Context: an optimization exercise on an open-source flow, tuned for small area, a short achievable clock period and few clock cycles per item. The choices shown serve that exercise and are no tape-out recipe.
At most, simulation tests tie the RTL to the original design; equivalence was not proved.
The RTL of runs 1 to 3 was laid out without a check of its function.
No activity file was given, so power comes from the tool's default toggle rates.

## flow/design.v (module list and top-level ports; edited modules follow where they fit)
// module mtsed_scale: 518 lines
// module mtsed_quot: 177 lines
// module mtsed_ms: 273 lines
// module multitouch_slot_event_decoder_unit: 252 lines
module multitouch_slot_event_decoder_unit (
    input  logic               i_clk,
    input  logic               i_rst_n,
    input  logic               i_event_valid,
    output logic               o_event_ready,
    input  logic [4:0]         i_event_type,
    input  logic [9:0]         i_event_code,
    input  logic signed [31:0] i_event_value,
    input  logic [31:0]        i_time_seconds,
    input  logic [19:0]        i_time_microseconds,
    output logic               o_result_valid,
    input  logic               i_result_ready,
    output logic               o_result_processed,
    output logic               o_result_slot_index,
    output logic               o_result_slot_valid,
    output logic [15:0]        o_result_slot_x,
    output logic [15:0]        o_result_slot_y,
    output logic [7:0]         o_result_slot_pressure,
    output logic [1:0]         o_result_slot_kind,
    output logic [1:0]         o_result_touch_count,
    output logic [41:0]        o_result_report_time_ms,
    input  logic               i_cfg_valid,
    output logic               o_cfg_ready,
    input  logic [3:0]         i_cfg_index,
    input  logic [11:0]        i_cfg_data
);
  // ...
==> flow/run.sh <==
#!/bin/bash
# synth_recipe.tcl (not shown) runs the flow's synth.tcl, then flattens the netlist and writes it again
# the make line also repeats each setting of config.mk as NAME=value (left out here)
make -C /OpenROAD-flow-scripts/flow DESIGN_CONFIG=/design/flow/config.mk WORK_HOME=/design/flow/orfs CLKGATE_MAP_FILE= SYNTH_SCRIPT=/design/flow/synth_recipe.tcl finish
==> flow/config.mk <==
export PLATFORM = sky130hd
export DESIGN_NAME = multitouch_slot_event_decoder_unit
export DESIGN_NICKNAME = multitouch_slot_event_decoder_unit
export VERILOG_FILES = /design/flow/design.v
export SDC_FILE = /design/flow/constraint.sdc
export NUM_CORES = 4
export LEC_CHECK = 0
export CAP_MARGIN = 20
export CORE_MARGIN = 2
export CORE_UTILIZATION = 40
export SETUP_SLACK_MARGIN = 5
export SLEW_MARGIN = 20
==> flow/constraint.sdc <==
create_clock -name core_clock -period 9.0 [get_ports {i_clk}]
set_input_delay 1.8000 -clock core_clock [delete_from_list [all_inputs] [get_ports {i_clk}]]
set_output_delay 1.8000 -clock core_clock [all_outputs]
set_load 0.01 [all_outputs]
==> run notes, run 1 <==
Average instance area after synthesis - 9.93 um^2
Compound-gate portion of the synthesized area - 12.7%
VDD IR max - 0.000179 V
Num rows - 85
Crit path kind - flip-flop to flip-flop
Metal2 WL - 31.5 mm
Routability Congestion - 0.875
Drt initial violations - 1420
Post-DR wirelength/cell - 21.3 um
Diode count - 0
Pre-CTS setup slack - 3540 ps
Nets - 2842
Min Hold Slack - 425 ps
Top reg by flops - a_pl
Most frequent cells in the layout - nand2_1, clkdlybuf4s50_1, edfxtp_1, inv_1, xnor2_1
Commonest non-fill, non-tap cell in the layout - nand2_1
Worst reg2reg endpoint - m_pl[40]
Multi-input gate share of total cell area - 50.6%
Final Max Slew Viols - 0
Post-CTS Setup Inserts - 47
Sw frac - 31.4%
Synth top cells by count - nand2_1, edfxtp_1, inv_1
Clk power - 1390 uW
Outcome - finished clean
Largest net degree at the start of global routing - 65
Wirelength, routed - 67.0 mm
Multiplexer share of the synthesized area - 5.54%
Signal buffers - 316
Clock Skew - 25.9 ps
Cts repair resizes - 80
Comb group - 1120 uW
Required @ worst endpoint - 9350 ps
Max-slew headroom - 31.0%
Grt total ovfl - 0
Clock buffer depth - 3
Final TNS setup - 0 ps
Max FFs per register - 49
Placed insts - 2995
Critical Path Fanout Max - 5
Post-detailed-route via-to-cell ratio - 5.59
==> run 2: changes to the inputs <==
--- a/flow/config.mk
+++ b/flow/config.mk
@@ -5,6 +5,7 @@
 export SDC_FILE = /design/flow/constraint.sdc
 export NUM_CORES = 4
 export LEC_CHECK = 0
+export ABC_AREA = 1
 export CAP_MARGIN = 20
 export CORE_MARGIN = 2
 export CORE_UTILIZATION = 40
==> run 2 against run 1 <==
Compared with the run above:
- hold slack worse by 8.3 ps
- clock-buffer cell count grew 9
- clock skew up 2.7 ps
- die area rose by 4.6%
- power increased by 1.1%
- register-to-register slack gained 20 ps
- fmax up 0.56%
- still clean on timing, DRC and antenna
- clock power down 19%
- first-iteration DRC count up 25%
==> run notes, run 2 <==
Outcome - finished clean
Post-synthesis sequential area ratio - 31.9%
Mapped Nets - 3049
Largest net degree at the start of global routing - 86 (+32%)
Max FFs per register - 49 (unchanged)
Vert. Die Dim - 242 um
Max Clk Rate - 0.249 GHz
Initial Util - 40.4%
Period minus WS final - 4020 ps
Final non-filler cell area - 0.0274 mm^2
Min Hold Slack - 417 ps (-8.33 ps)
Startpoint types - flip-flop
Required @ worst endpoint - 9310 ps (-40 ps)
Syn Std Cell Area - 0.0227 mm^2
Crit path kind - flip-flop to flip-flop
Max-Cap Viols - 0
Post-detailed-route via-to-cell ratio - 5.46 (-2.4%)
First-pass GRT wire length - 113 mm
Pwr dens - 145 mW/mm^2
Hold WC Path Type - flip-flop to flip-flop
Chip Width - 242 um
CTS tree - done
Predominant post-synthesis flop cell - edfxtp_1
Post-DR wirelength/cell - 20.5 um (-4.0%)
Reg clk slew, reported paths - 60 ps
Most area-consuming cells after synthesis - edfxtp_1, fa_1, ha_1
Grt total ovfl - 0 (unchanged)
Count of input and output buffers - 207
Area of the die - 0.0588 mm^2
Top Registers - a_pl: 49 flops, m_pl: 43 flops, r_ms: 42 flops
Actual slew at the worst max-slew pin - 888 ps
Period utilization - 44.6%
Wirelength, routed - 74.3 mm (+11%)
Leakage - 0.0123 uW
Post-synth EDFFs - 191
Commonest non-fill, non-tap cell in the layout - inv_1
Crit end category - flip-flop
Dpl hpwl - 55.2 mm
Area leader, netlist - edfxtp_1
Top reg by flops - a_pl
Total iterations of the first detailed-routing run - 7
Crit path DAT - 4330 ps
# H-tree levels - 1
Post-DP Area - 0.0255 mm^2
FILL cells - 5411
Max-slew headroom - 40.6% (+9.6 points)
Core area - 0.0563 mm^2
Diode count - 0 (unchanged)
Drt initial violations - 1769 (+25%)
I/O pin count - 212
Endpoints failing setup - 0
CTS Buf Count - 30
Final Hold Violating Endpoints - 0
Post-synth top area share - 25.2%
Final TNS setup - 0 ps (unchanged)
VDD IR max - 0.000133 V (-26%)
Routability Congestion - 0.946 (+8.1%)
CTS Sinks - 267
Synth top cells by count - inv_1, nand2_1, nor2_1
Nets - 3277 (+15%)
Share of layout cells above drive strength 1 - 9.15%
Final Max Slew Viols - 0 (unchanged)
Synth unique cells - 60
Average instance area after synthesis - 8.67 um^2 (-13%)
Async S/R FF share, synth - 0%
RSZ-0062 raised after global routing - true
DRC - 0
Initial antenna violation count - 0
Syn. warnings - 1
Num rows - 87 (+2.4%)
#FFs+latches synth - 267
Clock Skew - 28.5 ps (+2.69 ps)
Area grow syn2layout - 20.2%
Post-route ant nets - 0
Most frequent cells in the layout - inv_1, nand2_1, clkdlybuf4s50_1, nor2_1, edfxtp_1
Root buffer cell - clkbuf_16
GR Util All Layers - 24.7%
Post-Syn Instances - 2624
Number of global-route vias before repair - 20.1k
Count leader, synth - inv_1
Clock buffer depth - 3 (unchanged)
Worst-skew pair later-pin latency - 580 ps
Critical Path Fanout Max - 4 (-1)
Vias - 19.8k
## run 2: changes by cell type in the layout (fill, tap and decap cells not counted), sizes merged, moves of 25 or more
| cell | previous run | this run |
|---|---|---|
| a21oi | 105 | 144 |
| a22oi | 134 | 0 |
| inv | 190 | 411 |
| mux2 | 82 | 43 |
| mux2i | 25 | 0 |
| nand2 | 271 | 367 |
| nand3 | 31 | 72 |
| nor2 | 145 | 201 |
| o21ai | 64 | 184 |
| o22ai | 2 | 146 |
| xnor2 | 158 | 19 |
| xor2 | 43 | 162 |
## run 2: per-stage QoR
| stage | setup slack (ps) | power, uW | util, % | instances |
|---|---|---|---|---|
| after floorplan | 5200 | 2370 | - | 2624 |
| after global placement | 4230 | 2780 | 45.3 | 3500 |
| final | 4980 | 3970 | 48.6 | 3630 |
| after CTS | 4940 | 3970 | 47.8 | 3593 |
| after global routing | 4840 | 4240 | 48.6 | 3630 |
| after detailed placement | 4170 | 2810 | 45.3 | 3500 |
## run 2: worst paths after layout
kind                    to  slack [ps]     start  cells past startpoint
setup reg to reg  m_pl[40]        4980  a_pl[43]                     18
setup / recovery  m_pl[40]        4980  a_pl[43]                     18
hold reg to reg      m_prs         420     a_prs                      0
hold / removal       m_prs         420     a_prs                      0
## run 2: logic make-up after synthesis
logic type               synth area share [%]
AO/OA/AOI/OAI                            14.5
XOR/XNOR                                 7.00
adder cells (fa/ha/maj)                  21.9
buffers and inverters                    9.17
flip-flops                               31.9
multiplexers                             2.13
other                                  0.0165
AND/OR/NAND/NOR                          13.5
## run 2: area by class of cell
class | instances | area (um^2) | share of cell area [%]
timing repair inverter | 6 | 38.8 | 0.142
tap | 756 | 946 | 3.46
clock buffer | 44 | 835 | 3.05
clock inverter | 10 | 65.1 | 0.238
inverter | 433 | 1720 | 6.28
timing repair buffer | 297 | 2950 | 10.8
sequential | 267 | 7260 | 26.5
multi-input combinational | 1817 | 13500 | 49.5
## run 2: critical path: stages, from the launching register on
cell and delay, ps:
edfxtp_1 420, buf_12 160, fa_1 520, inv_1 50, fa_1 510, inv_2 40
fa_1 480, ha_4 290, a21oi_1 60, o21ai_1 120, nand2_1 100, nand3_4 100
buf_4 120, nand2_2 70, nor2_4 200, nand4_1 150, nor2_1 160, nand3b_1 120
nand2_1 70
## run 2: what timing repair did
action | 4_1_cts | 5_1_grt
setup endpoints to repair | 100 | 39
buffers inserted | 32 | 36
gates resized for setup | 58 | 40
cloned | 7 | 1
pin swaps | 14 | 13
hold buffers | 0 | 0
## run 2: power by group
part,switching (uW),leakage (uW),internal [uW],total (uW)
registers,39.6,0.00267,1360,1400
clock network,492,0.000436,642,1130
logic,890,0.00923,554,1440
total,1420,0.0123,2550,3970
## run 2: layer usage
| layer | GRT usage (%) | vias to the layer above | routed length (um) |
|---|---|---|---|
| met5 | 0 | - | 0 |
| met4 | 11.3 | 0 | 3900 |
| met3 | 2.77 | 213 | 5230 |
| met2 | 42.4 | 936 | 35800 |
| met1 | 31.1 | 9448 | 29400 |
| li1 | - | 9224 | - |
==> run 3: changes to the inputs <==
==> flow/flow/run.sh (new file) <==
#!/bin/bash
# the standard layout, with the port buffers made from the smallest plain buffer
# (the resizer still upsizes the ones on critical paths)
cp standard.sh standard_sh.log
export BUFFER_PORTS_ARGS="-buffer_cell sky130_fd_sc_hd__buf_1"
bash standard.sh > standard.log 2>&1
==> flow/standard.sh (new file) <==
#!/bin/bash
# synth_recipe.tcl (not shown) runs the flow's synth.tcl, then flattens the netlist and writes it again
# the make line also repeats each setting of config.mk as NAME=value (left out here)
make -C /OpenROAD-flow-scripts/flow DESIGN_CONFIG=/design/flow/config.mk WORK_HOME=/design/flow/orfs CLKGATE_MAP_FILE= SYNTH_SCRIPT=/design/flow/synth_recipe.tcl "${@:-finish}"
removed: flow/run.sh
==> run 3 against run 2 <==
Compared with the run above:
- still clean
- area after synthesis stayed put
- first-iteration DRC count is 20% lower
- design area is 5.4% lower
- wire length is 3.7% lower
- sequential power hardly changed
- via count is 1.8% lower
- largest power group unchanged
- highest routed layer unchanged
==> run notes, run 3 <==
Max-slew headroom - 40.3% (-0.28 points)
Root buffer cell - clkbuf_16
Crit path DAT - 4280 ps (-50 ps)
Count of input and output buffers - 207 (unchanged)
Reg clk slew, reported paths - 60 ps (about the same)
Post-route ant nets - 0 (unchanged)
Max FFs per register - 49 (unchanged)
Post-synthesis sequential area ratio - 31.9% (unchanged)
GR Util met1 - 29.5% (-1.6 points)
R2r startpoint - a_pl[5]
Required @ worst endpoint - 9270 ps (-40 ps)
Post-synth EDFFs - 191 (unchanged)
Post-DR wirelength/cell - 19.9 um (-2.6%)
First-pass GRT wire length - 109 mm (-3.9%)
Min Hold Slack - 419 ps (+1.95 ps)
Commonest non-fill, non-tap cell in the layout - inv_1
Hold WC Path Type - flip-flop to flip-flop
Outcome - finished clean
Drt initial violations - 1420 (-20%)
Post-detailed-route via-to-cell ratio - 5.42 (-0.68%)
Dpl hpwl - 53.7 mm (-2.8%)
Initial antenna violation count - 0 (unchanged)
Endpoints failing setup - 0 (unchanged)
Wirelength, routed - 71.6 mm (-3.7%)
Post-Syn Instances - 2624 (unchanged)
Top Registers - a_pl: 49 flops, m_pl: 43 flops, r_ms: 42 flops
XOR/XNOR share of the synthesized area - 7.00% (unchanged)
Final TNS setup - 0 ps (unchanged)
Vert. Die Dim - 242 um (unchanged)
Nets - 3237 (-1.2%)
Hold buffers post-CTS - 0 (unchanged)
Non-filler instance count after layout - 3591 (-1.1%)
Worst reg2reg endpoint - m_pl[27]
Async S/R FF share, synth - 0% (unchanged)
Synth Area in Adders - 21.9% (unchanged)
Actual slew at the worst max-slew pin - 886 ps (-1.93 ps)
Met3 usage - 3.05% (+0.28 points)
# H-tree levels - 1 (unchanged)
Number of global-route vias before repair - 19.6k (-2.3%)
Total iterations of the first detailed-routing run - 6 (-1)
Crit path launch - a_pl[5]
Core area - 0.0563 mm^2 (unchanged)
Initial Util - 40.4% (unchanged)
Num rows - 87 (unchanged)
Max-Cap Viols - 0 (unchanged)
Met2 usage - 41.3% (-1.1 points)
GR Util All Layers - 23.5% (-1.1 points)
Count leader, synth - inv_1
Chip Width - 242 um (unchanged)
Crit path kind - flip-flop to flip-flop
Routability Congestion - 0.957 (+1.2%)
Mapped Nets - 3049 (unchanged)
Hold_sp - a_slot
Leakage - 0.0117 uW (-5.2%)
VDD IR max - 0.000156 V (+17%)
Compound-gate portion of the synthesized area - 14.5% (unchanged)
Vias - 19.5k (-1.8%)
FILL cells - 5545 (+2.5%)
Worst setup endpoint - m_pl[27]
Simple-gate portion of the synthesized area - 13.5% (unchanged)
Worst-skew pair later-pin latency - 590 ps (about the same)
Diode count - 0 (unchanged)
Synth top cells by count - inv_1, nand2_1, nor2_1
Crit end category - flip-flop
Average instance area after synthesis - 8.67 um^2 (unchanged)
Placed insts - 3499 (-0.029%)
Pre-CTS setup slack - 4250 ps (+78.2 ps)
WHS Path Cells - 0 (unchanged)
Area grow syn2layout - 13.7%
Top reg by flops - a_pl
I/O pin count - 212 (unchanged)
Largest family of logic cells by synthesized area - adder cells
Largest net degree at the start of global routing - 81 (-5.8%)
Grt total ovfl - 0 (unchanged)
Max Clk Rate - 0.249 GHz (about the same)
CTS Buf Count - 29 (-3.3%)
RSZ-0062 raised after global routing - true
CTS Sinks - 267 (unchanged)
Area of the die - 0.0588 mm^2 (unchanged)
Clock Skew - 46.2 ps (+17.6 ps)
Overall Power - 4100 uW (+3.2%)
#FFs+latches synth - 267 (unchanged)
Final Max Slew Viols - 0 (unchanged)
Area leader, netlist - edfxtp_1
Period minus WS final - 4010 ps (-2.98 ps)
Busiest grt layer - met2
Setup ws final - 4990 ps (+2.98 ps)
Share of layout cells above drive strength 1 - 8.32% (-0.83 points)
CTS tree - done
Final Hold Violating Endpoints - 0 (unchanged)
Most area-consuming cells after synthesis - edfxtp_1, fa_1, ha_1
Syn Std Cell Area - 0.0227 mm^2 (unchanged)
Multiplexer share of the synthesized area - 2.13% (unchanged)
Flop-to-flop setup slack - 4990 ps (about the same)
Pwr dens - 158 mW/mm^2 (+9.1%)
Post-synth top area share - 25.2% (unchanged)
Critical Path Fanout Max - 15 (+11)
Period utilization - 44.6% (about the same)
Predominant post-synthesis flop cell - edfxtp_1
Startpoint types - flip-flop
Syn. warnings - 1 (unchanged)
DRC - 0 (unchanged)
Most frequent cells in the layout - inv_1, nand2_1, buf_1, nor2_1, edfxtp_1
Clock buffer depth - 3 (unchanged)
Reg2reg path depth - 10 (-8)
Synth unique cells - 60 (unchanged)
[run 3: cell counts after synthesis]
Identical to the previous run, type by type.
[run 3: cell families after synthesis]
group / count (synthesis)
compound gates: 566
flops: 267
buf+inv: 540
other cells: 1
fa+ha+maj: 305
mux: 43
xor+xnor: 181
simple gates: 721
[run 3: layer usage]
layer  vias to the layer above  routed length [um]  share of wire (%)
met2                       793               35100                 49
met1                      9369               29100                 41
met3                       157                4630                6.5
met4                         0                2800                3.9
li1                       9155                   -                  -
met5                         -                   0                  0
[run 3: what timing repair did]
item,CTS,global route
buffers inserted,21,12
resized for setup,36,53
gates cloned,4,1
endpoints found under the setup margin,37,34
pin swaps,19,26
hold endpoints to repair,0,0
[run 3: worst min-delay path by stage]
| stage | endpoint | slack (ps) |
|---|---|---|
| final | m_slot | 420 |
| after global routing | m_prs | 440 |
| after CTS | m_slot | 420 |
| after detailed placement | m_slot | 400 |
| after global placement | m_trk | 410 |
| after floorplan | m_f | 400 |
[run 3: final cells by class]
type,count,area [um^2],share of cell area [%]
multi-input cells,1817,13600,52.5
clock inverters,24,323,1.25
repair buffers,261,1330,5.15
inverters,433,1690,6.53
well taps,756,946,3.66
flip-flops and latches,267,7260,28.0
clock buffers,30,729,2.82
repair inverters,3,22.5,0.0870
[run 3: worst max-delay path, cell delays in order (launching register included)]
cell	delay [ps]
edfxtp_1	430
inv_1	590
o22ai_1	170
xor2_1	200
fa_1	540
inv_1	50
fa_1	480
fa_1	540
fa_1	440
nand2_1	80
o21ai_0	190
[run 3: metrics by stage]
| stage | instance area (um^2) | util, % |
|---|---|---|
| final | 25900 | 46.0 |
| after global routing | 25900 | 46.0 |
| after CTS | 25600 | 45.4 |
| after detailed placement | 24200 | 42.9 |
| after global placement | 24200 | 42.9 |
| after floorplan | 22800 | - |
[run 3: report_power, final]
group / leakage, uW / internal, uW / switching (uW)
registers: 0.00267 / 1360 / 37.3
clock network: 0.000496 / 793 / 512
logic: 0.00853 / 510 / 892
total: 0.0117 / 2660 / 1440
==> module mtsed_quot, before the edit <==
module mtsed_quot (
    input  logic [16:0] i_us8,
    output logic [10:0] o_q
);
    logic qt_1;
    logic qt_2;
    assign qt_1 = i_us8[3] ^ i_us8[4];
    assign qt_2 = i_us8[3] & i_us8[4];
    logic qt_3;
    logic qt_4;
    assign qt_3 = i_us8[4] ^ i_us8[5] ^ i_us8[9];
    assign qt_4 = (i_us8[4] & i_us8[5]) | (i_us8[4] & i_us8[9]) | (i_us8[5] & i_us8[9]);
    logic qt_5;
    logic qt_6;
    assign qt_5 = i_us8[5] ^ i_us8[6] ^ i_us8[10];
    assign qt_6 = (i_us8[5] & i_us8[6]) | (i_us8[5] & i_us8[10]) | (i_us8[6] & i_us8[10]);
    logic qt_7;
    logic qt_8;
    assign qt_7 = i_us8[13] ^ i_us8[15];
    assign qt_8 = i_us8[13] & i_us8[15];
    logic qt_9;
    logic qt_10;
    assign qt_9 = i_us8[0] ^ i_us8[6] ^ i_us8[7];
    assign qt_10 = (i_us8[0] & i_us8[6]) | (i_us8[0] & i_us8[7]) | (i_us8[6] & i_us8[7]);
    logic qt_11;
    logic qt_12;
    assign qt_11 = i_us8[11] ^ i_us8[14] ^ i_us8[16];
    assign qt_12 = (i_us8[11] & i_us8[14]) | (i_us8[11] & i_us8[16]) | (i_us8[14] & i_us8[16]);
    logic qt_13;
    logic qt_14;
    assign qt_13 = i_us8[1] ^ i_us8[7] ^ i_us8[8];
    assign qt_14 = (i_us8[1] & i_us8[7]) | (i_us8[1] & i_us8[8]) | (i_us8[7] & i_us8[8]);
    logic qt_15;
    logic qt_16;
    assign qt_15 = i_us8[12] ^ i_us8[15];
    assign qt_16 = i_us8[12] & i_us8[15];
    logic qt_17;
    logic qt_18;
    assign qt_17 = i_us8[2] ^ i_us8[8] ^ i_us8[9];
    assign qt_18 = (i_us8[2] & i_us8[8]) | (i_us8[2] & i_us8[9]) | (i_us8[8] & i_us8[9]);
    logic qt_19;
    logic qt_20;
    assign qt_19 = i_us8[13] ^ i_us8[16];
    assign qt_20 = i_us8[13] & i_us8[16];
    logic qt_21;
    logic qt_22;
    assign qt_21 = i_us8[3] ^ i_us8[9] ^ i_us8[10];
    assign qt_22 = (i_us8[3] & i_us8[9]) | (i_us8[3] & i_us8[10]) | (i_us8[9] & i_us8[10]);
    logic qt_23;
    logic qt_24;
    assign qt_23 = i_us8[4] ^ i_us8[10];
    assign qt_24 = i_us8[4] & i_us8[10];
    logic qt_25;
    logic qt_26;
    assign qt_25 = i_us8[5] ^ i_us8[11];
    assign qt_26 = i_us8[5] & i_us8[11];
    logic qt_27;
    logic qt_28;
    assign qt_27 = qt_1 ^ i_us8[8];
    assign qt_28 = qt_1 & i_us8[8];
    logic qt_29;
    logic qt_30;
    assign qt_29 = qt_3 ^ i_us8[12] ^ i_us8[14];
    assign qt_30 = (qt_3 & i_us8[12]) | (qt_3 & i_us8[14]) | (i_us8[12] & i_us8[14]);
    logic qt_31;
    logic qt_32;
    assign qt_31 = qt_5 ^ qt_7 ^ 1'b1;
    assign qt_32 = (qt_5 & qt_7) | (qt_5 & 1'b1) | (qt_7 & 1'b1);
    logic qt_33;
    logic qt_34;
    assign qt_33 = qt_9 ^ qt_11 ^ qt_6;
    assign qt_34 = (qt_9 & qt_11) | (qt_9 & qt_6) | (qt_11 & qt_6);
    logic qt_35;
    logic qt_36;
    assign qt_35 = qt_13 ^ qt_15 ^ qt_10;
    assign qt_36 = (qt_13 & qt_15) | (qt_13 & qt_10) | (qt_15 & qt_10);
    logic qt_37;
    logic qt_38;
    assign qt_37 = qt_17 ^ qt_19 ^ qt_14;
    assign qt_38 = (qt_17 & qt_19) | (qt_17 & qt_14) | (qt_19 & qt_14);
    logic qt_39;
    logic qt_40;
    assign qt_39 = qt_21 ^ i_us8[14] ^ qt_18;
    assign qt_40 = (qt_21 & i_us8[14]) | (qt_21 & qt_18) | (i_us8[14] & qt_18);
    logic qt_41;
    logic qt_42;
    assign qt_41 = qt_23 ^ i_us8[11] ^ i_us8[15];
    assign qt_42 = (qt_23 & i_us8[11]) | (qt_23 & i_us8[15]) | (i_us8[11] & i_us8[15]);
    logic qt_43;
    logic qt_44;
    assign qt_43 = qt_25 ^ i_us8[12] ^ i_us8[16];
    assign qt_44 = (qt_25 & i_us8[12]) | (qt_25 & i_us8[16]) | (i_us8[12] & i_us8[16]);
    logic qt_45;
    logic qt_46;
    assign qt_45 = i_us8[6] ^ i_us8[12] ^ i_us8[13];
    assign qt_46 = (i_us8[6] & i_us8[12]) | (i_us8[6] & i_us8[13]) | (i_us8[12] & i_us8[13]);
    logic qt_47;
    logic qt_48;
    assign qt_47 = i_us8[7] ^ i_us8[13];
    assign qt_48 = i_us8[7] & i_us8[13];
    logic qt_49;
    logic qt_50;
    assign qt_49 = i_us8[8] ^ i_us8[14];
    assign qt_50 = i_us8[8] & i_us8[14];
    logic qt_51;
    logic qt_52;
    assign qt_51 = i_us8[9] ^ i_us8[15];
    assign qt_52 = i_us8[9] & i_us8[15];
    logic qt_53;
    logic qt_54;
    assign qt_53 = qt_27 ^ i_us8[11];
    assign qt_54 = qt_27 & i_us8[11];
    logic qt_55;
    logic qt_56;
    assign qt_55 = qt_29 ^ qt_2 ^ qt_28;
    assign qt_56 = (qt_29 & qt_2) | (qt_29 & qt_28) | (qt_2 & qt_28);
    logic qt_57;
    logic qt_58;
    assign qt_57 = qt_31 ^ qt_4 ^ qt_30;
    assign qt_58 = (qt_31 & qt_4) | (qt_31 & qt_30) | (qt_4 & qt_30);
    logic qt_59;
    logic qt_60;
    assign qt_59 = qt_33 ^ qt_8 ^ qt_32;
    assign qt_60 = (qt_33 & qt_8) | (qt_33 & qt_32) | (qt_8 & qt_32);
    logic qt_61;
    logic qt_62;
    assign qt_61 = qt_35 ^ qt_12 ^ qt_34;
    assign qt_62 = (qt_35 & qt_12) | (qt_35 & qt_34) | (qt_12 & qt_34);
    logic qt_63;
    logic qt_64;
    assign qt_63 = qt_37 ^ qt_16 ^ qt_36;
    assign qt_64 = (qt_37 & qt_16) | (qt_37 & qt_36) | (qt_16 & qt_36);
    logic qt_65;
    logic qt_66;
    assign qt_65 = qt_39 ^ qt_20 ^ qt_38;
    assign qt_66 = (qt_39 & qt_20) | (qt_39 & qt_38) | (qt_20 & qt_38);
    logic qt_67;
    logic qt_68;
    assign qt_67 = qt_41 ^ qt_22 ^ qt_40;
    assign qt_68 = (qt_41 & qt_22) | (qt_41 & qt_40) | (qt_22 & qt_40);
    logic qt_69;
    logic qt_70;
    assign qt_69 = qt_43 ^ qt_24 ^ qt_42;
    assign qt_70 = (qt_43 & qt_24) | (qt_43 & qt_42) | (qt_24 & qt_42);
    logic qt_71;
    logic qt_72;
    assign qt_71 = qt_45 ^ qt_26 ^ qt_44;
    assign qt_72 = (qt_45 & qt_26) | (qt_45 & qt_44) | (qt_26 & qt_44);
    logic qt_73;
    logic qt_74;
    assign qt_73 = qt_47 ^ i_us8[14] ^ qt_46;
    assign qt_74 = (qt_47 & i_us8[14]) | (qt_47 & qt_46) | (i_us8[14] & qt_46);
    logic qt_75;
    logic qt_76;
    assign qt_75 = qt_49 ^ i_us8[15] ^ qt_48;
    assign qt_76 = (qt_49 & i_us8[15]) | (qt_49 & qt_48) | (i_us8[15] & qt_48);
    logic qt_77;
    logic qt_78;
    assign qt_77 = qt_51 ^ i_us8[16] ^ qt_50;
    assign qt_78 = (qt_51 & i_us8[16]) | (qt_51 & qt_50) | (i_us8[16] & qt_50);
    logic qt_79;
    logic qt_80;
    assign qt_79 = i_us8[10] ^ i_us8[16] ^ qt_52;
    assign qt_80 = (i_us8[10] & i_us8[16]) | (i_us8[10] & qt_52) | (i_us8[16] & qt_52);
    logic [9:0]  qt_la, qt_lb;
    logic [10:0] qt_ha, qt_hb;
    logic [10:0] qt_l;
    logic [10:0] qt_h0, qt_h1;
    assign qt_la = {qt_71, qt_69, qt_67, qt_65, qt_63, qt_61, qt_59, qt_57, qt_55, qt_53};
    assign qt_lb = {qt_70, qt_68, qt_66, qt_64, qt_62, qt_60, qt_58, qt_56, qt_54, i_us8[13]};
    assign qt_ha = {1'b0, i_us8[16], i_us8[15], i_us8[14], i_us8[13], i_us8[12], i_us8[11], qt_79, qt_77, qt_75, qt_73};
    assign qt_hb = {1'b0, 1'b0, 1'b0, 1'b0, 1'b0, 1'b0, qt_80, qt_78, qt_76, qt_74, qt_72};
    assign qt_l  = 11'(qt_la) + 11'(qt_lb);
    assign qt_h0 = qt_ha + qt_hb;
    assign qt_h1 = qt_ha + qt_hb + 11'd1;
    assign o_q   = qt_l[10] ? qt_h1 : qt_h0;
endmodule
==> module multitouch_slot_event_decoder_unit, before the edit <==
module multitouch_slot_event_decoder_unit (
    input  logic               i_clk,
    input  logic               i_rst_n,
    input  logic               i_event_valid,
    output logic               o_event_ready,
    input  logic [4:0]         i_event_type,
    input  logic [9:0]         i_event_code,
    input  logic signed [31:0] i_event_value,
    input  logic [31:0]        i_time_seconds,
    input  logic [19:0]        i_time_microseconds,
    output logic               o_result_valid,
    input  logic               i_result_ready,
    output logic               o_result_processed,
    output logic               o_result_slot_index,
    output logic               o_result_slot_valid,
    output logic [15:0]        o_result_slot_x,
    output logic [15:0]        o_result_slot_y,
    output logic [7:0]         o_result_slot_pressure,
    output logic [1:0]         o_result_slot_kind,
    output logic [1:0]         o_result_touch_count,
    output logic [41:0]        o_result_report_time_ms,
    input  logic               i_cfg_valid,
    output logic               o_cfg_ready,
    input  logic [3:0]         i_cfg_index,
    input  logic [11:0]        i_cfg_data
);
    logic [11:0] r_w;
    logic [11:0] r_h;
    assign o_cfg_ready = 1'b1;
    always_ff @(posedge i_clk) begin
        if (!i_rst_n) begin
            r_w <= mtsed_pkg::PANEL_WIDTH_RST;
            r_h <= mtsed_pkg::PANEL_HEIGHT_RST;
        end else if (i_cfg_valid) begin
            if (i_cfg_index == 4'd0) r_w <= i_cfg_data;
            if (i_cfg_index == 4'd1) r_h <= i_cfg_data;
        end
    end
    logic        is_abs;
    logic        d_slot, d_trk, d_x, d_y, d_prs, d_syn;
    assign is_abs = (i_event_type == mtsed_pkg::TYPE_ABS);
    assign d_slot = is_abs && (i_event_code == mtsed_pkg::CODE_SLOT);
    assign d_trk  = is_abs && (i_event_code == mtsed_pkg::CODE_TRACK);
    assign d_x    = is_abs && (i_event_code == mtsed_pkg::CODE_X ||
                               i_event_code == mtsed_pkg::CODE_MT_X);
    assign d_y    = is_abs && (i_event_code == mtsed_pkg::CODE_Y ||
                               i_event_code == mtsed_pkg::CODE_MT_Y);
    assign d_prs  = is_abs && (i_event_code == mtsed_pkg::CODE_PRESSURE ||
                               i_event_code == mtsed_pkg::CODE_MT_PRESSURE);
    assign d_syn  = (i_event_type == mtsed_pkg::TYPE_SYN) &&
                    (i_event_code == mtsed_pkg::CODE_SYN_REPORT);
    logic [11:0] n_sel;
    logic [13:0] n_ext;
    logic [6:0]  n_one, n_two, n_ng;
    assign n_sel = d_y ? r_h : r_w;
    assign n_ext = {2'b00, n_sel};
    always_comb begin
        for (int j = 0; j < 7; j++) begin
            logic b2, b1, b0;
            b2 = n_ext[2*j+1];
            b1 = n_ext[2*j];
            b0 = (j > 0) ? n_ext[2*j-1] : 1'b0;
            n_one[j] = b1 ^ b0;
            n_two[j] = (b2 & ~b1 & ~b0) | (~b2 & b1 & b0);
            n_ng[j]  = b2 & ~(b1 & b0);
        end
    end
    logic [12:0] v_tz;     
    logic [12:0] n_tz;     
    logic        low_zero;
    logic        round;
    always_comb begin
        v_tz[0] = 1'b1;
        n_tz[0] = 1'b1;
        for (int k = 1; k <= 12; k++) begin
            v_tz[k] = v_tz[k-1] && !i_event_value[k-1];
            n_tz[k] = n_tz[k-1] && !n_sel[k-1];
        end
        low_zero = 1'b0;
        for (int k = 0; k <= 12; k++) begin
            low_zero = low_zero || (v_tz[k] && n_tz[12-k]);
        end
    end
    assign round = i_event_value[31] && !low_zero;
    logic [49:0] pl;
    assign pl = d_syn ? {1'b0, i_time_microseconds[19:3], i_time_seconds}
                      : {n_ng, n_two, n_one, round, i_event_value[27:0]};
    logic        a_valid;
    logic        a_slot, a_trk, a_x, a_y, a_prs, a_syn;
    logic        a_f;           
    logic [49:0] a_pl;
    logic        res_valid;
    logic        m_valid;
    logic        s_free;        
    logic        m_en;          
    logic        a_en;          
    logic        adv;           
    logic        r_full;        
    assign s_free        = !res_valid || i_result_ready;
    assign m_en          = !m_valid || s_free;
    assign a_en          = !a_valid || m_en;
    assign adv           = m_valid && s_free;
    assign o_event_ready = i_result_ready || !r_full;
    always_ff @(posedge i_clk) begin
        if (!i_rst_n) begin
            r_full <= 1'b0;
        end else begin
            r_full <= (a_en ? i_event_valid : a_valid) &&
                      (m_en ? a_valid : m_valid) &&
                      (s_free ? m_valid : res_valid);
        end
    end
    always_ff @(posedge i_clk) begin
        if (!i_rst_n) begin
            a_valid <= 1'b0;
        end else if (a_en) begin
            a_valid <= i_event_valid;
        end
        if (a_en) begin
            a_slot   <= d_slot;
            a_trk    <= d_trk;
            a_x      <= d_x;
            a_y      <= d_y;
            a_prs    <= d_prs;
            a_syn    <= d_syn;
            a_f      <= d_slot ? (i_event_value[0] && (i_event_value[31:1] == 31'd0)) :
                        d_trk  ? (&i_event_value) :
                                 (!i_event_value[31] && (|i_event_value[30:8]));
            a_pl     <= pl;
        end
    end
    logic [20:0] sc_a;
    logic [20:0] sc_b;
    logic        sc_c;
    logic [10:0] quot;
    logic [42:0] m_in;
    mtsed_scale u_scale (
        .i_v   (a_pl[27:0]),
        .i_round (a_pl[28]),
        .i_one (a_pl[35:29]),
        .i_two (a_pl[42:36]),
        .i_ng  (a_pl[49:43]),
        .o_a   (sc_a),
        .o_b   (sc_b),
        .o_c   (sc_c)
    );
    mtsed_quot u_quot (
        .i_us8 (a_pl[48:32]),
        .o_q   (quot)
    );
    assign m_in = (a_x || a_y) ? {sc_c, sc_b, sc_a} : {quot, a_pl[31:0]};
    logic        m_slot, m_trk, m_x, m_y, m_prs, m_syn;
    logic        m_f;
    logic [42:0] m_pl;
    always_ff @(posedge i_clk) begin
        if (!i_rst_n) begin
            m_valid <= 1'b0;
        end else if (m_en) begin
            m_valid <= a_valid;
        end
        if (m_en) begin
            m_slot   <= a_slot;
            m_trk    <= a_trk;
            m_x      <= a_x;
            m_y      <= a_y;
            m_prs    <= a_prs;
            m_syn    <= a_syn;
            m_f      <= a_f;
            m_pl     <= m_in;
        end
    end
    logic [20:0] prod;      
    logic [15:0] pos;
    logic [41:0] ms;
    assign prod = m_pl[20:0] + m_pl[41:21] + 21'(m_pl[42]);
    assign pos  = prod[20:5];
    mtsed_ms u_ms (
        .i_secs (m_pl[31:0]),
        .i_q    (m_pl[42:32]),
        .o_ms   (ms)
    );
    logic        r_cur;
    logic [1:0]  r_pv;
    logic [15:0] r_x [2];
    logic [15:0] r_y [2];
    logic [7:0]  r_p [2];
    logic [1:0]  r_kind [2];
    logic [1:0]  r_count;
    logic [41:0] r_ms;
    logic        r_proc;
    logic        cur_valid;
    logic        move;
    assign cur_valid = r_pv[r_cur];
    assign move      = (m_x || m_y) && cur_valid;
    always_ff @(posedge i_clk) begin
        if (!i_rst_n) begin
            res_valid <= 1'b0;
            r_cur     <= 1'b0;
            r_pv      <= 2'b00;
            r_count   <= '0;
            r_ms      <= '0;
            for (int i = 0; i < 2; i++) begin
                r_x[i]    <= '0;
                r_y[i]    <= '0;
                r_p[i]    <= '0;
                r_kind[i] <= mtsed_pkg::KIND_NONE;
            end
        end else begin
            if (s_free) begin
                res_valid <= m_valid;
            end
            if (adv) begin
                if (m_slot) begin
                    r_cur <= m_f;
                end
                if (m_trk) begin
                    r_pv[r_cur]   <= !m_f;
                    r_kind[r_cur] <= m_f ? mtsed_pkg::KIND_RELEASE : mtsed_pkg::KIND_PRESS;
                end
                if (m_x) begin
                    r_x[r_cur] <= pos;
                end
                if (m_y) begin
                    r_y[r_cur] <= pos;
                end
                if (move) begin
                    r_kind[r_cur] <= mtsed_pkg::KIND_MOVE;
                end
                if (m_prs) begin
                    r_p[r_cur] <= m_f ? 8'hFF : m_pl[7:0];
                end
                if (m_syn) begin
                    r_count <= 2'(r_pv[0]) + 2'(r_pv[1]);
                    r_ms    <= ms;
                end
            end
        end
        if (adv) begin
            r_proc <= m_trk || move || m_syn;
        end
    end
    assign o_result_valid          = res_valid;
    assign o_result_processed      = r_proc;
    assign o_result_slot_index     = r_cur;
    assign o_result_slot_valid     = cur_valid;
    assign o_result_slot_x         = r_x[r_cur];
    assign o_result_slot_y         = r_y[r_cur];
    assign o_result_slot_pressure  = r_p[r_cur];
    assign o_result_slot_kind      = r_kind[r_cur];
    assign o_result_touch_count    = r_count;
    assign o_result_report_time_ms = r_ms;
endmodule
==> run 4: changes to the inputs <==
--- a/flow/design.v
+++ b/flow/design.v
@@ -538,181 +538,75 @@
     assign o_b = {sc_240, sc_238, sc_236, sc_234, sc_232, sc_230, sc_228, sc_226, sc_224, sc_222, sc_220, sc_218, sc_216, sc_214, sc_212, sc_210, sc_208, sc_206, sc_204, sc_202, sc_200};
 endmodule
 module mtsed_quot (
-    input  logic [16:0] i_us8,
+    input  logic [9:0]  i_h,
+    input  logic [11:0] i_z,
     output logic [10:0] o_q
 );
     logic qt_1;
     logic qt_2;
-    assign qt_1 = i_us8[3] ^ i_us8[4];
-    assign qt_2 = i_us8[3] & i_us8[4];
+    assign qt_1 = i_z[4] ^ i_z[5];
+    assign qt_2 = i_z[4] & i_z[5];
     logic qt_3;
     logic qt_4;
-    assign qt_3 = i_us8[4] ^ i_us8[5] ^ i_us8[9];
-    assign qt_4 = (i_us8[4] & i_us8[5]) | (i_us8[4] & i_us8[9]) | (i_us8[5] & i_us8[9]);
+    assign qt_3 = i_z[5] ^ i_z[6] ^ i_z[10];
+    assign qt_4 = (i_z[5] & i_z[6]) | (i_z[5] & i_z[10]) | (i_z[6] & i_z[10]);
     logic qt_5;
     logic qt_6;
-    assign qt_5 = i_us8[5] ^ i_us8[6] ^ i_us8[10];
-    assign qt_6 = (i_us8[5] & i_us8[6]) | (i_us8[5] & i_us8[10]) | (i_us8[6] & i_us8[10]);
+    assign qt_5 = i_z[0] ^ i_z[6] ^ i_z[7];
+    assign qt_6 = (i_z[0] & i_z[6]) | (i_z[0] & i_z[7]) | (i_z[6] & i_z[7]);
     logic qt_7;
     logic qt_8;
-    assign qt_7 = i_us8[13] ^ i_us8[15];
-    assign qt_8 = i_us8[13] & i_us8[15];
+    assign qt_7 = i_z[1] ^ i_z[7];
+    assign qt_8 = i_z[1] & i_z[7];
     logic qt_9;
     logic qt_10;
-    assign qt_9 = i_us8[0] ^ i_us8[6] ^ i_us8[7];
-    assign qt_10 = (i_us8[0] & i_us8[6]) | (i_us8[0] & i_us8[7]) | (i_us8[6] & i_us8[7]);
+    assign qt_9 = i_z[2] ^ i_z[8];
+    assign qt_10 = i_z[2] & i_z[8];
     logic qt_11;
     logic qt_12;
-    assign qt_11 = i_us8[11] ^ i_us8[14] ^ i_us8[16];
-    assign qt_12 = (i_us8[11] & i_us8[14]) | (i_us8[11] & i_us8[16]) | (i_us8[14] & i_us8[16]);
+    assign qt_11 = i_z[3] ^ i_z[9];
+    assign qt_12 = i_z[3] & i_z[9];
     logic qt_13;
     logic qt_14;
-    assign qt_13 = i_us8[1] ^ i_us8[7] ^ i_us8[8];
-    assign qt_14 = (i_us8[1] & i_us8[7]) | (i_us8[1] & i_us8[8]) | (i_us8[7] & i_us8[8]);
+    assign qt_13 = i_z[4] ^ i_z[10];
+    assign qt_14 = i_z[4] & i_z[10];
     logic qt_15;
     logic qt_16;
-    assign qt_15 = i_us8[12] ^ i_us8[15];
-    assign qt_16 = i_us8[12] & i_us8[15];
+    assign qt_15 = qt_1 ^ i_z[9];
+    assign qt_16 = qt_1 & i_z[9];
     logic qt_17;
     logic qt_18;
-    assign qt_17 = i_us8[2] ^ i_us8[8] ^ i_us8[9];
-    assign qt_18 = (i_us8[2] & i_us8[8]) | (i_us8[2] & i_us8[9]) | (i_us8[8] & i_us8[9]);
+    assign qt_17 = qt_3 ^ 1'b1 ^ qt_2;
+    assign qt_18 = (qt_3 & 1'b1) | (qt_3 & qt_2) | (1'b1 & qt_2);
     logic qt_19;
     logic qt_20;
-    assign qt_19 = i_us8[13] ^ i_us8[16];
-    assign qt_20 = i_us8[13] & i_us8[16];
+    assign qt_19 = qt_5 ^ i_z[11] ^ qt_4;
+    assign qt_20 = (qt_5 & i_z[11]) | (qt_5 & qt_4) | (i_z[11] & qt_4);
     logic qt_21;
     logic qt_22;
-    assign qt_21 = i_us8[3] ^ i_us8[9] ^ i_us8[10];
-    assign qt_22 = (i_us8[3] & i_us8[9]) | (i_us8[3] & i_us8[10]) | (i_us8[9] & i_us8[10]);
+    assign qt_21 = qt_7 ^ i_z[8] ^ qt_6;
+    assign qt_22 = (qt_7 & i_z[8]) | (qt_7 & qt_6) | (i_z[8] & qt_6);
     logic qt_23;
     logic qt_24;
-    assign qt_23 = i_us8[4] ^ i_us8[10];
-    assign qt_24 = i_us8[4] & i_us8[10];
+    assign qt_23 = qt_9 ^ i_z[9] ^ qt_8;
+    assign qt_24 = (qt_9 & i_z[9]) | (qt_9 & qt_8) | (i_z[9] & qt_8);
     logic qt_25;
     logic qt_26;
-    assign qt_25 = i_us8[5] ^ i_us8[11];
-    assign qt_26 = i_us8[5] & i_us8[11];
+    assign qt_25 = qt_11 ^ i_z[10] ^ qt_10;
+    assign qt_26 = (qt_11 & i_z[10]) | (qt_11 & qt_10) | (i_z[10] & qt_10);
     logic qt_27;
     logic qt_28;
-    assign qt_27 = qt_1 ^ i_us8[8];
-    assign qt_28 = qt_1 & i_us8[8];
+    assign qt_27 = qt_13 ^ i_z[11] ^ qt_12;
+    assign qt_28 = (qt_13 & i_z[11]) | (qt_13 & qt_12) | (i_z[11] & qt_12);
     logic qt_29;
     logic qt_30;
-    assign qt_29 = qt_3 ^ i_us8[12] ^ i_us8[14];
-    assign qt_30 = (qt_3 & i_us8[12]) | (qt_3 & i_us8[14]) | (i_us8[12] & i_us8[14]);
-    logic qt_31;
-    logic qt_32;
-    assign qt_31 = qt_5 ^ qt_7 ^ 1'b1;
-    assign qt_32 = (qt_5 & qt_7) | (qt_5 & 1'b1) | (qt_7 & 1'b1);
-    logic qt_33;
-    logic qt_34;
-    assign qt_33 = qt_9 ^ qt_11 ^ qt_6;
-    assign qt_34 = (qt_9 & qt_11) | (qt_9 & qt_6) | (qt_11 & qt_6);
-    logic qt_35;
-    logic qt_36;
-    assign qt_35 = qt_13 ^ qt_15 ^ qt_10;
-    assign qt_36 = (qt_13 & qt_15) | (qt_13 & qt_10) | (qt_15 & qt_10);
-    logic qt_37;
-    logic qt_38;
-    assign qt_37 = qt_17 ^ qt_19 ^ qt_14;
-    assign qt_38 = (qt_17 & qt_19) | (qt_17 & qt_14) | (qt_19 & qt_14);
-    logic qt_39;
-    logic qt_40;
-    assign qt_39 = qt_21 ^ i_us8[14] ^ qt_18;
-    assign qt_40 = (qt_21 & i_us8[14]) | (qt_21 & qt_18) | (i_us8[14] & qt_18);
-    logic qt_41;
-    logic qt_42;
-    assign qt_41 = qt_23 ^ i_us8[11] ^ i_us8[15];
-    assign qt_42 = (qt_23 & i_us8[11]) | (qt_23 & i_us8[15]) | (i_us8[11] & i_us8[15]);
-    logic qt_43;
-    logic qt_44;
-    assign qt_43 = qt_25 ^ i_us8[12] ^ i_us8[16];
-    assign qt_44 = (qt_25 & i_us8[12]) | (qt_25 & i_us8[16]) | (i_us8[12] & i_us8[16]);
-    logic qt_45;
-    logic qt_46;
-    assign qt_45 = i_us8[6] ^ i_us8[12] ^ i_us8[13];
-    assign qt_46 = (i_us8[6] & i_us8[12]) | (i_us8[6] & i_us8[13]) | (i_us8[12] & i_us8[13]);
-    logic qt_47;
-    logic qt_48;
-    assign qt_47 = i_us8[7] ^ i_us8[13];
-    assign qt_48 = i_us8[7] & i_us8[13];
-    logic qt_49;
-    logic qt_50;
-    assign qt_49 = i_us8[8] ^ i_us8[14];
-    assign qt_50 = i_us8[8] & i_us8[14];
-    logic qt_51;
-    logic qt_52;
-    assign qt_51 = i_us8[9] ^ i_us8[15];
-    assign qt_52 = i_us8[9] & i_us8[15];
-    logic qt_53;
-    logic qt_54;
-    assign qt_53 = qt_27 ^ i_us8[11];
-    assign qt_54 = qt_27 & i_us8[11];
-    logic qt_55;
-    logic qt_56;
-    assign qt_55 = qt_29 ^ qt_2 ^ qt_28;
-    assign qt_56 = (qt_29 & qt_2) | (qt_29 & qt_28) | (qt_2 & qt_28);
-    logic qt_57;
-    logic qt_58;
-    assign qt_57 = qt_31 ^ qt_4 ^ qt_30;
-    assign qt_58 = (qt_31 & qt_4) | (qt_31 & qt_30) | (qt_4 & qt_30);
-    logic qt_59;
-    logic qt_60;
-    assign qt_59 = qt_33 ^ qt_8 ^ qt_32;
-    assign qt_60 = (qt_33 & qt_8) | (qt_33 & qt_32) | (qt_8 & qt_32);
-    logic qt_61;
-    logic qt_62;
-    assign qt_61 = qt_35 ^ qt_12 ^ qt_34;
-    assign qt_62 = (qt_35 & qt_12) | (qt_35 & qt_34) | (qt_12 & qt_34);
-    logic qt_63;
-    logic qt_64;
-    assign qt_63 = qt_37 ^ qt_16 ^ qt_36;
-    assign qt_64 = (qt_37 & qt_16) | (qt_37 & qt_36) | (qt_16 & qt_36);
-    logic qt_65;
-    logic qt_66;
-    assign qt_65 = qt_39 ^ qt_20 ^ qt_38;
-    assign qt_66 = (qt_39 & qt_20) | (qt_39 & qt_38) | (qt_20 & qt_38);
-    logic qt_67;
-    logic qt_68;
-    assign qt_67 = qt_41 ^ qt_22 ^ qt_40;
-    assign qt_68 = (qt_41 & qt_22) | (qt_41 & qt_40) | (qt_22 & qt_40);
-    logic qt_69;
-    logic qt_70;
-    assign qt_69 = qt_43 ^ qt_24 ^ qt_42;
-    assign qt_70 = (qt_43 & qt_24) | (qt_43 & qt_42) | (qt_24 & qt_42);
-    logic qt_71;
-    logic qt_72;
-    assign qt_71 = qt_45 ^ qt_26 ^ qt_44;
-    assign qt_72 = (qt_45 & qt_26) | (qt_45 & qt_44) | (qt_26 & qt_44);
-    logic qt_73;
-    logic qt_74;
-    assign qt_73 = qt_47 ^ i_us8[14] ^ qt_46;
-    assign qt_74 = (qt_47 & i_us8[14]) | (qt_47 & qt_46) | (i_us8[14] & qt_46);
-    logic qt_75;
-    logic qt_76;
-    assign qt_75 = qt_49 ^ i_us8[15] ^ qt_48;
-    assign qt_76 = (qt_49 & i_us8[15]) | (qt_49 & qt_48) | (i_us8[15] & qt_48);
-    logic qt_77;
-    logic qt_78;
-    assign qt_77 = qt_51 ^ i_us8[16] ^ qt_50;
-    assign qt_78 = (qt_51 & i_us8[16]) | (qt_51 & qt_50) | (i_us8[16] & qt_50);
-    logic qt_79;
-    logic qt_80;
-    assign qt_79 = i_us8[10] ^ i_us8[16] ^ qt_52;
-    assign qt_80 = (i_us8[10] & i_us8[16]) | (i_us8[10] & qt_52) | (i_us8[16] & qt_52);
-    logic [9:0]  qt_la, qt_lb;
-    logic [10:0] qt_ha, qt_hb;
-    logic [10:0] qt_l;
-    logic [10:0] qt_h0, qt_h1;
-    assign qt_la = {qt_71, qt_69, qt_67, qt_65, qt_63, qt_61, qt_59, qt_57, qt_55, qt_53};
-    assign qt_lb = {qt_70, qt_68, qt_66, qt_64, qt_62, qt_60, qt_58, qt_56, qt_54, i_us8[13]};
-    assign qt_ha = {1'b0, i_us8[16], i_us8[15], i_us8[14], i_us8[13], i_us8[12], i_us8[11], qt_79, qt_77, qt_75, qt_73};
-    assign qt_hb = {1'b0, 1'b0, 1'b0, 1'b0, 1'b0, 1'b0, qt_80, qt_78, qt_76, qt_74, qt_72};
-    assign qt_l  = 11'(qt_la) + 11'(qt_lb);
-    assign qt_h0 = qt_ha + qt_hb;
-    assign qt_h1 = qt_ha + qt_hb + 11'd1;
-    assign o_q   = qt_l[10] ? qt_h1 : qt_h0;
+    assign qt_29 = i_z[5] ^ i_z[11] ^ qt_14;
+    assign qt_30 = (i_z[5] & i_z[11]) | (i_z[5] & qt_14) | (i_z[11] & qt_14);
+    logic [19:0] qt_a, qt_b, qt_s;
+    assign qt_a = {1'b0, i_h[9], i_h[8], i_h[7], i_h[6], i_h[5], i_z[11], i_z[10], i_z[9], i_z[8], i_z[7], i_z[6], qt_29, qt_27, qt_25, qt_23, qt_21, qt_19, qt_17, qt_15};
+    assign qt_b = {1'b0, 1'b0, 1'b0, 1'b0, 1'b0, 1'b0, i_h[4], i_h[3], i_h[2], i_h[1], i_h[0], qt_30, qt_28, qt_26, qt_24, qt_22, qt_20, qt_18, qt_16, 1'b1};
+    assign qt_s = qt_a + qt_b;
+    assign o_q  = qt_s[19:9];
 endmodule
 module mtsed_ms (
     input  logic [31:0] i_secs,
@@ -1073,13 +967,18 @@
         end
     end
     assign round = i_event_value[31] && !low_zero;
-    logic [49:0] pl;
-    assign pl = d_syn ? {1'b0, i_time_microseconds[19:3], i_time_seconds}
-                      : {n_ng, n_two, n_one, round, i_event_value[27:0]};
+    logic [9:0]  us_h;
+    logic [11:0] us_z;
+    assign us_h = i_time_microseconds[19:10];
+    assign us_z = {1'b0, us_h, 1'b0} + {2'b00, us_h} + {5'd0, i_time_microseconds[9:3]};
+    logic [53:0] pl;
+    assign pl[53:50] = us_z[11:8];
+    assign pl[49:0]  = d_syn ? {us_z[7:0], us_h, i_time_seconds}
+                             : {n_ng, n_two, n_one, round, i_event_value[27:0]};
     logic        a_valid;
     logic        a_slot, a_trk, a_x, a_y, a_prs, a_syn;
     logic        a_f;           
-    logic [49:0] a_pl;
+    logic [53:0] a_pl;
     logic        res_valid;
     logic        m_valid;
     logic        s_free;        
@@ -1136,8 +1035,9 @@
         .o_c   (sc_c)
     );
     mtsed_quot u_quot (
-        .i_us8 (a_pl[48:32]),
-        .o_q   (quot)
+        .i_h (a_pl[41:32]),
+        .i_z (a_pl[53:42]),
+        .o_q (quot)
     );
     assign m_in = (a_x || a_y) ? {sc_c, sc_b, sc_a} : {quot, a_pl[31:0]};
     logic        m_slot, m_trk, m_x, m_y, m_prs, m_syn;
==> flow/run.sh (new file) <==
#!/bin/bash
# synth_recipe.tcl (not shown) runs the flow's synth.tcl, then flattens the netlist and writes it again
# the make line also repeats each setting of config.mk as NAME=value (left out here)
make -C /OpenROAD-flow-scripts/flow DESIGN_CONFIG=/design/flow/config.mk WORK_HOME=/design/flow/orfs CLKGATE_MAP_FILE= SYNTH_SCRIPT=/design/flow/synth_recipe.tcl finish
--- a/flow/config.mk
+++ b/flow/config.mk
@@ -5,7 +5,6 @@
 export SDC_FILE = /design/flow/constraint.sdc
 export NUM_CORES = 4
 export LEC_CHECK = 0
-export ABC_AREA = 1
 export CAP_MARGIN = 20
 export CORE_MARGIN = 2
 export CORE_UTILIZATION = 40
removed: flow/flow/run.sh
removed: flow/standard.sh
==> run 4 against run 3 <==
Compared with the run above:
- still clean on timing, DRC and antenna
- fmax down 0.68%
- hold slack worse by 5.2 ps
- flip-flop and latch count up 5
- worst setup slack worse by 27 ps
- sequential power up 5%
- global-route usage down 0.39 points
- critical path type is now input port to flip-flop
- critical endpoint is now r_x[0][9]
==> run notes, run 4 <==
Hold WC Path Type - flip-flop to flip-flop
Non-filler instance count after layout - 3234 (-9.9%)
Post-DR wirelength/cell - 20.9 um (+4.7%)
Final TNS setup - 0 ps (unchanged)
Top Registers - a_pl: 54 flops, m_pl: 43 flops, r_ms: 42 flops
Synth top cells by count - nand2_1, edfxtp_1, inv_1
Hold buffers post-CTS - 0 (unchanged)
Endpoints failing setup - 0 (unchanged)
Count of input and output buffers - 207 (unchanged)
FILL cells - 5051 (-8.9%)
Reg clk slew, reported paths - 50 ps (about the same)
Drt initial violations - 1425 (+0.35%)
Post-detailed-route via-to-cell ratio - 5.56 (+2.6%)
Crit end category - flip-flop
RSZ-0062 raised after global routing - true
Area of the die - 0.0570 mm^2 (-3.1%)
Commonest non-fill, non-tap cell in the layout - nand2_1
Chip Width - 239 um (-1.6%)
Most area-consuming cells after synthesis - edfxtp_1, fa_1, ha_1
# H-tree levels - 2 (+1)
Critical Path Fanout Max - 59 (+44)
Max-slew headroom - 37.0% (-3.3 points)
Top reg by flops - a_pl
CTS Buf Count - 34 (+17%)
Post-route ant nets - 0 (unchanged)
DRC - 0 (unchanged)
Count leader, synth - nand2_1
Placed insts - 3105 (-11%)
#FFs+latches synth - 272 (+1.9%)
Num rows - 86 (-1.1%)
CTS tree - done
Nets - 2922 (-9.7%)
Syn Std Cell Area - 0.0220 mm^2 (-3.1%)
Share of layout cells above drive strength 1 - 11.0% (+2.7 points)
Diode count - 0 (unchanged)
Period utilization - 44.9% (+0.30 points)
Required @ worst endpoint - 9220 ps (-50 ps)
Post-synthesis sequential area ratio - 33.6% (+1.7 points)
Initial antenna violation count - 1 (+1)
VDD IR max - 0.0000924 V (-41%)
Most frequent cells in the layout - nand2_1, clkdlybuf4s50_1, edfxtp_1, inv_1, nor2_1
Period minus WS final - 4040 ps (+27.4 ps)
Leakage - 0.0110 uW (-5.8%)
Post-synth top area share - 26.7% (+1.5 points)
Average instance area after synthesis - 9.56 um^2 (+10%)
Total iterations of the first detailed-routing run - 5 (-1)
Clock buffer depth - 3 (unchanged)
Startpoint types - input port
Final Max Slew Viols - 0 (unchanged)
Largest net degree at the start of global routing - 63 (-22%)
Root buffer cell - clkbuf_16
First-pass GRT wire length - 102 mm (-6.2%)
Outcome - finished clean
Core area - 0.0548 mm^2 (-2.7%)
Pwr dens - 155 mW/mm^2 (-2.3%)
GR Util All Layers - 23.1% (-0.39 points)
Vias - 18.0k (-7.6%)
Max Clk Rate - 0.247 GHz (-0.68%)
Actual slew at the worst max-slew pin - 944 ps (+58.6 ps)
Max-Cap Viols - 0 (unchanged)
Post-synth EDFFs - 196 (+2.6%)
Syn. warnings - 1 (unchanged)
Grt total ovfl - 0 (unchanged)
Predominant post-synthesis flop cell - edfxtp_1
Wirelength, routed - 67.5 mm (-5.7%)
Dpl hpwl - 47.0 mm (-13%)
Final Hold Violating Endpoints - 0 (unchanged)
Flop-to-flop setup slack - 5060 ps (+70 ps)
Crit path DAT - 4260 ps (-20 ps)
Routability Congestion - 0.902 (-5.7%)
Async S/R FF share, synth - 0% (unchanged)
CTS Sinks - 272 (+1.9%)
Clock Skew - 32.2 ps (-14.0 ps)
Vert. Die Dim - 239 um (-1.6%)
Mapped Nets - 2723 (-11%)
Crit path kind - input port to flip-flop
Synth unique cells - 81 (+35%)
Multi-input gate area - 0.0137 mm^2 (+1.0%)
Number of global-route vias before repair - 18.0k (-8.5%)
Area leader, netlist - edfxtp_1
I/O pin count - 212 (unchanged)
Max FFs per register - 54 (+10%)
Worst-skew pair later-pin latency - 560 ps (-30 ps)
Area grow syn2layout - 21.6%
Initial Util - 40.2% (-0.19 points)
Reg area - 0.00741 mm^2 (+2.1%)
Post-Syn Instances - 2305 (-12%)
-- run 4: final timing paths --
check,start,to,cells past startpoint
worst min-delay path,a_slot,m_slot,0
worst min register to register,a_slot,m_slot,0
worst max-delay path,i_rst_n,r_x[0][9],7
worst max register to register,a_pl[6],m_pl[5],9
-- run 4: repair_timing --
item,CTS,global route
setup endpoints to repair,222,121
gates resized for setup,51,56
pin swaps,9,22
buffers inserted,21,44
hold endpoints to repair,0,0
cloned,1,1
-- run 4: power by group --
part / switching (uW) / leakage [uW] / internal (uW) / total, uW
clock network: 558 / 0.000548 / 844 / 1400
logic: 722 / 0.00775 / 566 / 1290
registers: 71.0 / 0.00272 / 1390 / 1460
-- run 4: critical path: stages --
cell and delay (ps):
clkdlybuf4s50_1 460, clkbuf_8 360, inv_2 150, buf_4 330, nor2_2 380, nand2_2 320
nand2_4 330
-- run 4: logic make-up (layout without fill, tap and decap cells) --
family,Yosys count,in the layout,synth area share [%]
simple gates,698,698,13.8
compound gates,421,421,12.9
buf+inv,325,550,5.58
mux,73,73,3.73
flops,272,272,33.6
other cells,1,1,0.0170
fa+ha+maj,298,298,21.7
xor+xnor,217,217,8.63
-- run 4: layer usage --
| metal | GRT usage [%] | wire (um) | up-vias |
|---|---|---|---|
| met1 | 30.1 | 27700 | 8785 |
| met5 | 0 | 9 | - |
| met3 | 3.29 | 4670 | 152 |
| met2 | 39.2 | 32600 | 703 |
| li1 | - | - | 8350 |
| met4 | 8.43 | 2570 | 2 |
-- run 4: area by class of cell --
class | instances | area share, %
multi-input cells | 1708 | 51.2
flip-flops and latches | 272 | 27.7
repair buffers | 301 | 11.0
clock buffers | 45 | 3.46
well taps | 704 | 3.29
inverters | 186 | 2.62
clock inverters | 17 | 0.775
repair inverters | 1 | 0.0187
-- run 4: per-stage QoR --
| stage | util (%) | setup slack, ps | hold slack, ps | power (uW) | area (um^2) |
|---|---|---|---|---|---|
| 3_3_place_gp | 45.1 | 3580 | 405 | 2660 | 24700 |
| 6_report | 48.9 | 4960 | 414 | 4150 | 26800 |
| 5_1_grt | 48.9 | 4850 | 434 | 4370 | 26800 |
| 2_1_floorplan | - | 4990 | 400 | 2310 | 22000 |
| 4_1_cts | 47.7 | 4920 | 414 | 4120 | 26100 |
| 3_5_place_dp | 45.1 | 3490 | 405 | 2690 | 24700 |
Testbench counts of run 4, summed over its fixed seeds: cycles 12,044, items 12,012.
==> run 5: changes to the inputs <==
==> flow/flow/run.sh (new file) <==
#!/bin/bash
# the standard layout, with the port buffers made from the smallest plain buffer
# (the resizer still upsizes the ones on critical paths), and the resizer free to
# pick any size of a cell, not only sizes of the same footprint
cp standard.sh standard_sh.log
export BUFFER_PORTS_ARGS="-buffer_cell sky130_fd_sc_hd__buf_1"
bash standard.sh MATCH_CELL_FOOTPRINT=0 finish > standard.log 2>&1
==> flow/standard.sh (new file) <==
#!/bin/bash
# synth_recipe.tcl (not shown) runs the flow's synth.tcl, then flattens the netlist and writes it again
# the make line also repeats each setting of config.mk as NAME=value (left out here)
make -C /OpenROAD-flow-scripts/flow DESIGN_CONFIG=/design/flow/config.mk WORK_HOME=/design/flow/orfs CLKGATE_MAP_FILE= SYNTH_SCRIPT=/design/flow/synth_recipe.tcl "${@:-finish}"
removed: flow/run.sh
==> run 5 against run 4 <==
Compared with the run above:
- non-clock buffer count shrank 37
- register-to-register slack gained 40 ps
- still clean
- highest routed layer unchanged
- utilization shrank 3.5 points
- wire length shrank 4.6%
==> run notes, run 5 <==
Critical Path Fanout Max - 2 (-97%)
Crit end category - output pin
Met2 usage - 37.5% (-1.7 points)
Commonest non-fill, non-tap cell in the layout - nand2_1
Synth unique cells - 81 (unchanged)
Hold buffers post-CTS - 0 (unchanged)
Clock buffer depth - 3 (unchanged)
VDD IR max - 0.000144 V (+55%)
Async S/R FF share, synth - 0% (unchanged)
Syn. warnings - 1 (unchanged)
Min Hold Slack - 424 ps (+10.4 ps)
Worst reg2reg endpoint - m_pl[5]
Startpoint types - input port
Top reg by flops - a_pl
Worst-skew pair later-pin latency - 580 ps (+20 ps)
Area leader, netlist - edfxtp_1
Average instance area after synthesis - 9.56 um^2 (unchanged)
Vert. Die Dim - 239 um (unchanged)
Final Max Slew Viols - 0 (unchanged)
Post-synth top area share - 26.7% (unchanged)
Max FFs per register - 54 (unchanged)
Root buffer cell - clkbuf_16
Endpoints failing setup - 0 (unchanged)
Busiest grt layer - met2
Vias - 17.8k (-0.98%)
Area grow syn2layout - 12.8%
Share of layout cells above drive strength 1 - 8.64% (-2.4 points)
Hold EP - m_syn
Pre-CTS setup slack - 3980 ps (+487 ps)
Area of the die - 0.0570 mm^2 (unchanged)
CP max stage cell - nand2b_1
CP most frequent cell - buf_1
RSZ-0062 raised after global routing - true
Outcome - finished clean
CTS Buf Count - 31 (-8.8%)
GR Util met1 - 28.7% (-1.4 points)
Reg clk slew, reported paths - 60 ps (about the same)
Max-slew headroom - 34.3% (-2.7 points)
Number of global-route vias before repair - 17.8k (-0.76%)
Post-Syn Instances - 2305 (unchanged)
Wirelength, routed - 64.5 mm (-4.6%)
Flop-to-flop setup slack - 5100 ps (+40 ps)
Num rows - 86 (unchanged)
Pwr dens - 160 mW/mm^2 (+3.1%)
Post-route ant nets - 0 (unchanged)
Mapped Nets - 2723 (unchanged)
Initial Util - 40.2% (unchanged)
DRC - 0 (unchanged)
Count leader, synth - nand2_1
Max-Cap Viols - 0 (unchanged)
Post-synthesis sequential area ratio - 33.6% (unchanged)
Max Clk Rate - 0.255 GHz (+2.9%)
First-pass GRT wire length - 99.8 mm (-2.5%)
Most frequent cells in the layout - nand2_1, buf_1, edfxtp_1, inv_1, nor2_1
Routability Congestion - 0.912 (+1.1%)
Slowest stage delay, CP - 130 ps (-330 ps)
Grt total ovfl - 0 (unchanged)
Clock Skew - 9.27 ps (-22.9 ps)
GR Util All Layers - 22.2% (-0.90 points)
WHS Path Cells - 0 (unchanged)
Syn Std Cell Area - 0.0220 mm^2 (unchanged)
CTS tree - done
Largest net degree at the start of global routing - 66 (+4.8%)
Period minus WS final - 3930 ps (-115 ps)
Chip Width - 239 um (unchanged)
Core area - 0.0548 mm^2 (unchanged)
Post-DR wirelength/cell - 20.2 um (-3.3%)
Overall Power - 3970 uW (-4.3%)
Count of input and output buffers - 207 (unchanged)
Most area-consuming cells after synthesis - edfxtp_1, fa_1, ha_1
Final Hold Violating Endpoints - 0 (unchanged)
Top Registers - a_pl: 54 flops, m_pl: 43 flops, r_ms: 42 flops
Reg2reg path depth - 9 (unchanged)
Required @ worst endpoint - 7200 ps (-2020 ps)
CTS Sinks - 272 (unchanged)
Leakage - 0.0102 uW (-7.3%)
Total iterations of the first detailed-routing run - 5 (unchanged)
Critical-path cell list - buf_1 -> nand2b_1 -> buf_1
Initial antenna violation count - 1 (unchanged)
Setup ws final - 5070 ps (+115 ps)
Period utilization - 43.6% (-1.3 points)
Synth top cells by count - nand2_1, edfxtp_1, inv_1
#FFs+latches synth - 272 (unchanged)
Dpl hpwl - 45.8 mm (-2.4%)
Nets - 2881 (-1.4%)
Crit path DAT - 2130 ps (-2130 ps)
Post-synth EDFFs - 196 (unchanged)
R2r startpoint - a_pl[41]
Final non-filler cell area - 0.0249 mm^2 (-7.2%)
Final TNS setup - 0 ps (unchanged)
Hold_sp - a_syn
Met3 usage - 3.38% (+0.092 points)
Hold WC Path Type - flip-flop to flip-flop
Post-DP Area - 0.0234 mm^2 (-5.3%)
Actual slew at the worst max-slew pin - 985 ps (+40.8 ps)
Diode count - 0 (unchanged)
# H-tree levels - 1 (-1)
Crit path kind - input port to output pin
Predominant post-synthesis flop cell - edfxtp_1
Post-detailed-route via-to-cell ratio - 5.58 (+0.35%)
Drt initial violations - 1306 (-8.4%)
I/O pin count - 212 (unchanged)
[run 5: how the worst max path moves through the flow]
stage                      startpoint            end  slack (ps)  depth (start not counted)
6_report               i_result_ready  o_event_ready        5070                          3
5_1_grt                       m_pl[1]       r_ms[38]        4940                         15
4_1_cts                       m_pl[2]       r_ms[38]        5010                         15
3_5_place_dp           i_result_ready      r_y[0][6]        3980                          8
3_3_place_gp           i_result_ready     r_y[0][11]        4050                          8
2_1_floorplan  i_time_microseconds[5]       a_pl[52]        4990                         11
[run 5: area by class of cell]
cell class | instances | area [um^2]
fill | 5199 | 29900
multi-input combinational | 1708 | 13600
sequential | 272 | 7410
timing repair buffer | 264 | 1260
clock buffer | 41 | 890
tap | 704 | 881
inverter | 186 | 702
clock inverter | 16 | 165
[run 5: metal layers]
metal	up-vias	wire, um
li1	8244	-
met5	-	13
met1	8647	26400
met2	751	30900
met3	171	4650
met4	2	2520
[run 5: critical path, delay by kind of cell]
kind                   cells  cell delay, ps
buffers and inverters      2             200
and+or+nand+nor            1             130
[run 5: logic make-up after synthesis]
logic type               after synthesis  share of synthesized area [%]
multiplexers                          73                           3.73
adder cells (fa/ha/maj)              298                           21.7
XOR/XNOR                             217                           8.63
AND/OR/NAND/NOR                      698                           13.8
buffers and inverters                325                           5.58
other                                  1                         0.0170
AO/OA/AOI/OAI                        421                           12.9
flip-flops                           272                           33.6
[run 5: where the power goes]
part | leakage [uW] | total, uW | switching [uW] | internal, uW
logic | 0.00697 | 1200 | 701 | 501
registers | 0.00272 | 1460 | 77.3 | 1390
clock network | 0.000523 | 1300 | 526 | 778
total | 0.0102 | 3970 | 1300 | 2670
[run 5: timing repair]
item,4_1_cts,5_1_grt
setup buffers,7,23
pin swaps,2,11
resized for setup,9,37
setup endpoints to repair,139,114
[run 5: per-stage QoR]
step                utilization, %  cells
CTS                           44.8   3168
finish                        45.4   3191
global route                  45.4   3191
global placement              42.7   3104
floorplan                        -   2305
detailed placement            42.7   3104

## afterwards: timing with drivers on the ports
In the flow no input, the clock included, has a driving cell. The finished layouts below were timed again as built, in two steps.
Step 1, drivers: a clkbuf_16 drives i_clk and a buf_2 each remaining input, both assumed.
Step 2 times the ports against the registers' clock, not the clock port: input delays grow and output delays shrink by t, the midpoint of the rising clock arrivals with the driver on.
Slacks: ideal / step 1 / step 2; pairs: ideal / step 1.
run | t (ns) | setup WS [ns] | pins driven straight from the clock port
run 1 | 0.648 | 4.961 / 4.961 / 4.511 | 1
run 2 | 0.623 | 4.984 / 4.984 / 4.570 | 1
run 3 | 0.628 | 4.987 / 4.987 / 4.608 | 1
run 4 | 0.605 | 4.959 / 4.994 / 4.389 | 1
run 5 | 0.635 | 5.074 / 5.053 / 4.538 | 1
After both steps setup and hold are still met in every run listed. For run 4, which loses most, drivers alone change the setup slack by +0.035 ns; drivers and shift together by -0.570 ns.
